Source: an optimization exercise on an open RTL-to-GDS flow (aim: small area). Production flows keep margins and buffers that such runs may drop. Function was checked by simulation only, so behaviour that the tests miss may differ from the original. No driver is modelled on the clock port, so clocking that relies on it looks cheaper here than on a real chip. Power and IR drop assume default switching activity.

==> onyx <==
// crate_mapper
module crate_mapper
(
	input logic clk,
	input logic reset,
	input logic [16-1:0] fiber,
	input logic [8*16-1:0] channels,
	output logic frame_valid,
	output logic [(18+1)*38-1:0] frame
);
==> flow/config.mk <==
export PLATFORM = sky130hd
export DESIGN_NAME = crate_mapper
export DESIGN_NICKNAME = crate_mapper
export VERILOG_FILES = /design/flow/design.v
export SDC_FILE = /design/flow/constraint.sdc
export NUM_CORES = 8
export LEC_CHECK = 0
export CAP_MARGIN = 26
export CORE_ASPECT_RATIO = 0.8
export CORE_MARGIN = 2
export CORE_UTILIZATION = 42
export SLEW_MARGIN = 26
export SYNTH_HIERARCHICAL = 1
==> flow/constraint.sdc <==
create_clock -name core_clock -period 6.0 [get_ports {clk}]
set_input_delay 1.2000 -clock core_clock [delete_from_list [all_inputs] [get_ports {clk}]]
set_output_delay 1.2000 -clock core_clock [all_outputs]
set_load 0.01 [all_outputs]
standard.sh (not shown) runs the stock make flow with config.mk's settings and CLKGATE_MAP_FILE= SYNTH_SCRIPT=/design/flow/synth_recipe.tcl, a recipe that flattens the netlist after the stock synthesis.
==> flow/flow/run.sh <==
#!/bin/bash
# The standard layout with these changes:
#  - port buffers are the minimum-size buf_1 instead of the delay cells
#    buffer_ports picks by default;
#  - after the floorplan, flow/grid.py places the map cells in a regular grid
#    (one tile per map bit) and fixes them, and gives each group of eight map
#    flip-flops a clock buffer of its own, before the standard placement places
#    everything else around them;
#  - clock tree synthesis builds the tree on the clock net only, from the clock
#    port to those leaf buffers and the other flip-flops.
# Each tool's output goes to a log of its own in this folder.
set -euo pipefail
export BUFFER_PORTS_ARGS="-buffer_cell sky130_fd_sc_hd__buf_1"
export PRE_CTS_TCL=$PWD/flow/undont.tcl
export CTS_ARGS="-sink_clustering_enable -repair_clock_nets -sink_clustering_size 12 -sink_clustering_max_diameter 50 -buf_list sky130_fd_sc_hd__clkbuf_8 -clk_nets clk"
R=orfs/results/$FLOW_PLATFORM/crate_mapper/base
bash standard.sh floorplan > standard_floorplan.log 2>&1
openroad -python -exit flow/grid.py $R/2_floorplan.odb $R/2_floorplan.odb > grid.log 2>&1
bash standard.sh finish > standard_finish.log 2>&1
==> flow/flow/grid.py <==
# Places the map cells of crate_mapper in a regular grid before global placement:
# map bit (r, c) gets a tile in row band r and column c, and its six cells
# (flip-flop, three a222oi, nand3, frame and2) are put legally inside the tile and
# marked FIRM so that the placer routes the rest around them.
# usage: openroad -python -exit grid.py IN.odb OUT.odb
import sys, re, bisect
from openroad import Design, Tech
import odb

NR, NC = 18, 37
PAD = 1
LEAF_BUF = "sky130_fd_sc_hd__clkbuf_4"
src, dst = sys.argv[1], sys.argv[2]
tech = Tech()
design = Design(tech)
design.readDb(src)
block = design.getBlock()

rows = sorted(block.getRows(), key=lambda r: r.getOrigin()[1])
site_w = rows[0].getSite().getWidth()
row_h = rows[0].getSite().getHeight()
x0 = rows[0].getOrigin()[0]
nsites = rows[0].getSiteCount()
y0 = rows[0].getOrigin()[1]
nrows = len(rows)

# occupied site intervals per row, from the cells already placed (tap cells)
occ = [[] for _ in rows]
def mark(ri, s, w):
    bisect.insort(occ[ri], (s, s + w))
for inst in block.getInsts():
    if inst.getPlacementStatus() in ("NONE", "UNPLACED"):
        continue
    bb = inst.getBBox()
    ri = (bb.yMin() - y0) // row_h
    s = (bb.xMin() - x0) // site_w
    w = -(-(bb.xMax() - bb.xMin()) // site_w)
    if 0 <= ri < nrows:
        mark(ri, s, w)

def free(ri, s, w):
    if s < 0 or s + w > nsites:
        return False
    iv = occ[ri]
    k = bisect.bisect_left(iv, (s + w, -1))
    if k > 0 and iv[k - 1][1] > s:
        return False
    return True

def find(ri, st, w, span):
    for d in range(span):
        for s in (st - d, st + d):
            if free(ri, s, w):
                return s
    return None

def place(inst, xt, yt):
    w = -(-inst.getMaster().getWidth() // site_w)
    rt = int((yt - y0) // row_h)
    st = int(round((xt - x0) / site_w - w / 2))
    best = None
    for dr in range(0, 12):
        for ri in {rt - dr, rt + dr}:
            if not 0 <= ri < nrows:
                continue
            s = find(ri, st - PAD, w + 2 * PAD, 60)
            if s is not None:
                s += PAD
            if s is None:
                continue
            cost = abs(s - st) * site_w + abs(ri - rt) * row_h
            if best is None or cost < best[0]:
                best = (cost, ri, s)
        if best is not None and best[0] <= dr * row_h:
            break
    if best is None:
        raise SystemExit("no room for " + inst.getName())
    _, ri, s = best
    # keep one free site on each side of a map cell
    mark(ri, s - PAD, w + 2 * PAD)
    row = rows[ri]
    inst.setOrient(row.getOrient())
    inst.setLocation(x0 + s * site_w, row.getOrigin()[1])
    inst.setPlacementStatus("FIRM")

def driver(net):
    for it in net.getITerms():
        if it.isOutputSignal():
            return it.getInst()
    return None

def iterm(inst, name):
    for it in inst.getITerms():
        if it.getMTerm().getName() == name:
            return it
    return None

core = block.getCoreArea()
cw = (core.xMax() - core.xMin()) / NC
ch = (core.yMax() - core.yMin()) / NR
pat = re.compile(r"g_row\\?\[(\d+)\\?\]\.g_col\\?\[(\d+)\\?\]\.u_cell\.q")
bits = []
for inst in list(block.getInsts()):
    m = pat.match(inst.getName())
    if not m:
        continue
    r, c = int(m.group(1)), int(m.group(2))
    ff = inst
    nand = driver(iterm(ff, "D").getNet())
    aois = [driver(iterm(nand, p).getNet()) for p in ("A", "B", "C")]
    frame_and = None
    for it in iterm(ff, "Q").getNet().getITerms():
        i = it.getInst()
        if i != ff and i.getMaster().getName().startswith("sky130_fd_sc_hd__and2"):
            frame_and = i
    cells = [ff, nand, frame_and] + aois
    assert all(x is not None for x in cells), inst.getName()
    bits.append((r, c, ff, nand, frame_and, aois))

# Flip-flops gather in groups of eight, four columns wide and two row bands
# high, at the edge the two bands share, so that short clock nets reach them.
GROUP = 4
ff_w = None
for r, c, ff, nand, frame_and, aois in sorted(bits, key=lambda b: (b[0], b[1])):
    if ff_w is None:
        ff_w = ff.getMaster().getWidth()
    g0 = (c // GROUP) * GROUP
    n = min(GROUP, NC - g0)
    gx = core.xMin() + (g0 + n / 2) * cw
    xf = gx + (c - g0 - (n - 1) / 2) * ff_w
    xc = core.xMin() + (c + 0.5) * cw
    yb = core.yMin() + r * ch
    if r % 2 == 0:
        d = -1
        yf = yb + ch - row_h / 2
    else:
        d = 1
        yf = yb + row_h / 2
    # a few free sites between the cells of a tile leave room for pin access
    place(ff, xf, yf)
    place(aois[0], xc - 5.5 * site_w, yf + d * row_h)
    place(aois[1], xc + 5.5 * site_w, yf + d * row_h)
    place(aois[2], xc - 5 * site_w, yf + 2 * d * row_h)
    place(nand, xc + 5 * site_w, yf + 2 * d * row_h)
    place(frame_and, xc, yf + 3 * d * row_h)
print("grid.py: placed", len(bits), "map bits")

# One clock buffer per group of flip-flops, placed between its two rows of
# flip-flops; clock tree synthesis then only has to reach these leaf buffers.
clk = block.findNet("clk")
leaf_master = None
for lib in block.getDataBase().getLibs():
    leaf_master = leaf_master or lib.findMaster(LEAF_BUF)
groups = {}
for r, c, ff, nand, frame_and, aois in bits:
    groups.setdefault((r // 2, c // GROUP), []).append(ff)
for (gr, gc), ffs in sorted(groups.items()):
    buf = odb.dbInst_create(block, leaf_master, "clk_leaf_%d_%d" % (gr, gc))
    net = odb.dbNet_create(block, "clk_leaf_net_%d_%d" % (gr, gc))
    net.setSigType("CLOCK")
    buf.findITerm("A").connect(clk)
    buf.findITerm("X").connect(net)
    for ff in ffs:
        it = iterm(ff, "CLK")
        it.disconnect()
        it.connect(net)
    xs = [ff.getBBox().xMin() + ff.getBBox().getDX() / 2 for ff in ffs]
    ys = [ff.getBBox().yMin() + ff.getBBox().getDY() / 2 for ff in ffs]
    place(buf, sum(xs) / len(xs), sum(ys) / len(ys))
    buf.setDoNotTouch(True)
print("grid.py: placed", len(groups), "clock leaf buffers")
design.writeDb(dst)
==> flow/flow/undont.tcl <==
# Clock tree synthesis has to connect the clock leaf buffers that grid.py added,
# which stay dont-touch through placement so that no buffer removal takes them out.
foreach inst [[ord::get_db_block] getInsts] {
  if {[string match "clk_leaf_*" [$inst getName]]} {
    $inst setDoNotTouch 0
  }
}
==> ember (differences from onyx) <==
==> flow/flow/run.sh (replaced) <==
#!/bin/bash
# The standard layout with two changes:
#  - port buffers are the minimum-size buf_1 instead of the delay cells
#    buffer_ports picks by default;
#  - after the floorplan, flow/grid.py places the map cells in a regular grid
#    (one tile per map bit) and fixes them, before the standard placement
#    places everything else around them.
# Each tool's output goes to a log of its own in this folder.
set -euo pipefail
export BUFFER_PORTS_ARGS="-buffer_cell sky130_fd_sc_hd__buf_1"
R=orfs/results/$FLOW_PLATFORM/crate_mapper/base
bash standard.sh floorplan > standard_floorplan.log 2>&1
openroad -python -exit flow/grid.py $R/2_floorplan.odb $R/2_floorplan.odb > grid.log 2>&1
bash standard.sh finish > standard_finish.log 2>&1
--- a/flow/flow/grid.py
+++ b/flow/flow/grid.py
@@ -11,3 +11,2 @@
 PAD = 1
-LEAF_BUF = "sky130_fd_sc_hd__clkbuf_4"
 src, dst = sys.argv[1], sys.argv[2]
@@ -146,27 +145,2 @@
 print("grid.py: placed", len(bits), "map bits")
-
-# One clock buffer per group of flip-flops, placed between its two rows of
-# flip-flops; clock tree synthesis then only has to reach these leaf buffers.
-clk = block.findNet("clk")
-leaf_master = None
-for lib in block.getDataBase().getLibs():
-    leaf_master = leaf_master or lib.findMaster(LEAF_BUF)
-groups = {}
-for r, c, ff, nand, frame_and, aois in bits:
-    groups.setdefault((r // 2, c // GROUP), []).append(ff)
-for (gr, gc), ffs in sorted(groups.items()):
-    buf = odb.dbInst_create(block, leaf_master, "clk_leaf_%d_%d" % (gr, gc))
-    net = odb.dbNet_create(block, "clk_leaf_net_%d_%d" % (gr, gc))
-    net.setSigType("CLOCK")
-    buf.findITerm("A").connect(clk)
-    buf.findITerm("X").connect(net)
-    for ff in ffs:
-        it = iterm(ff, "CLK")
-        it.disconnect()
-        it.connect(net)
-    xs = [ff.getBBox().xMin() + ff.getBBox().getDX() / 2 for ff in ffs]
-    ys = [ff.getBBox().yMin() + ff.getBBox().getDY() / 2 for ff in ffs]
-    place(buf, sum(xs) / len(xs), sum(ys) / len(ys))
-    buf.setDoNotTouch(True)
-print("grid.py: placed", len(groups), "clock leaf buffers")
 design.writeDb(dst)
--- a/flow/config.mk
+++ b/flow/config.mk
@@ -7,7 +7,10 @@
 export LEC_CHECK = 0
-export CAP_MARGIN = 26
-export CORE_ASPECT_RATIO = 0.8
+export CAP_MARGIN = 35
+export CORE_ASPECT_RATIO = 0.6
 export CORE_MARGIN = 2
-export CORE_UTILIZATION = 42
-export SLEW_MARGIN = 26
+export CORE_UTILIZATION = 30
+export CTS_BUF_LIST = sky130_fd_sc_hd__clkbuf_8
+export CTS_CLUSTER_DIAMETER = 50
+export CTS_CLUSTER_SIZE = 12
+export SLEW_MARGIN = 35
 export SYNTH_HIERARCHICAL = 1
removed: flow/flow/undont.tcl
==> comparison table <==
                                                             onyx            ember
Time the worst path needs with I/O delays and setup         4.419 ns         4.234 ns
Worst-case headroom to the max-slew limit                     0.1955           0.2471
Post-route cell area                                    52,320 sq um     54,990 sq um
Internal power                                            0.006065 W       0.006798 W
Count of inserted tapcells                                     1,430            2,016
Area of the placeable core                             108,100 sq um    150,600 sq um
Clk Latency, worst-skew pair                                 0.94 ns          0.85 ns
Critical Path Sink                                         frame[20]       frame[320]
Fraction of area in multi-input gates                         0.6139           0.5888
Fraction of layout cells with a size suffix above 1          0.06620          0.08463
Kind of path behind the tightest hold check                   in2reg          reg2reg
Power drawn by the clock network                           0.00313 W        0.00439 W
Final-stage net count                                          5,828            5,849
Detailed route wirelength on metal3                   52,580 microns   58,540 microns
Result of the run                                     finished clean   finished clean
DRT met1 WL                                          100,200 microns  117,500 microns
Starting Density                                              0.4224           0.3033
Via count of the first global-routing pass                    56,079           54,906
Total leakage power                                         18.40 nW         18.92 nW

-- static timing again, ports no longer ideal --
The flow's constraints put no driver on any port. The routed layouts listed below were extracted and timed again, unchanged, in two steps.
Step 1: set_driving_cell puts a clkbuf_16 on clk and a buf_2 on each other input, an assumption about the parent block.
Step 2, shift: input delay + t, output delay - t, t = (earliest + latest rising clock arrival at the registers) / 2. This alone moves slack from input paths to output paths.
Three values: ideal ports, drivers, drivers and shift; two values: the first two.
run	t, ns	setup WS [ns]	latest minus earliest clock arrival (ns)	slew at the worst register clock pin (ns)
onyx	1.011	1.581 / 1.494 / 2.033	0.077 / 0.078	0.09 / 0.09
ember	0.925	1.766 / 1.678 / 2.178	0.044 / 0.044	0.09 / 0.09
After both steps every run listed still meets setup and hold.
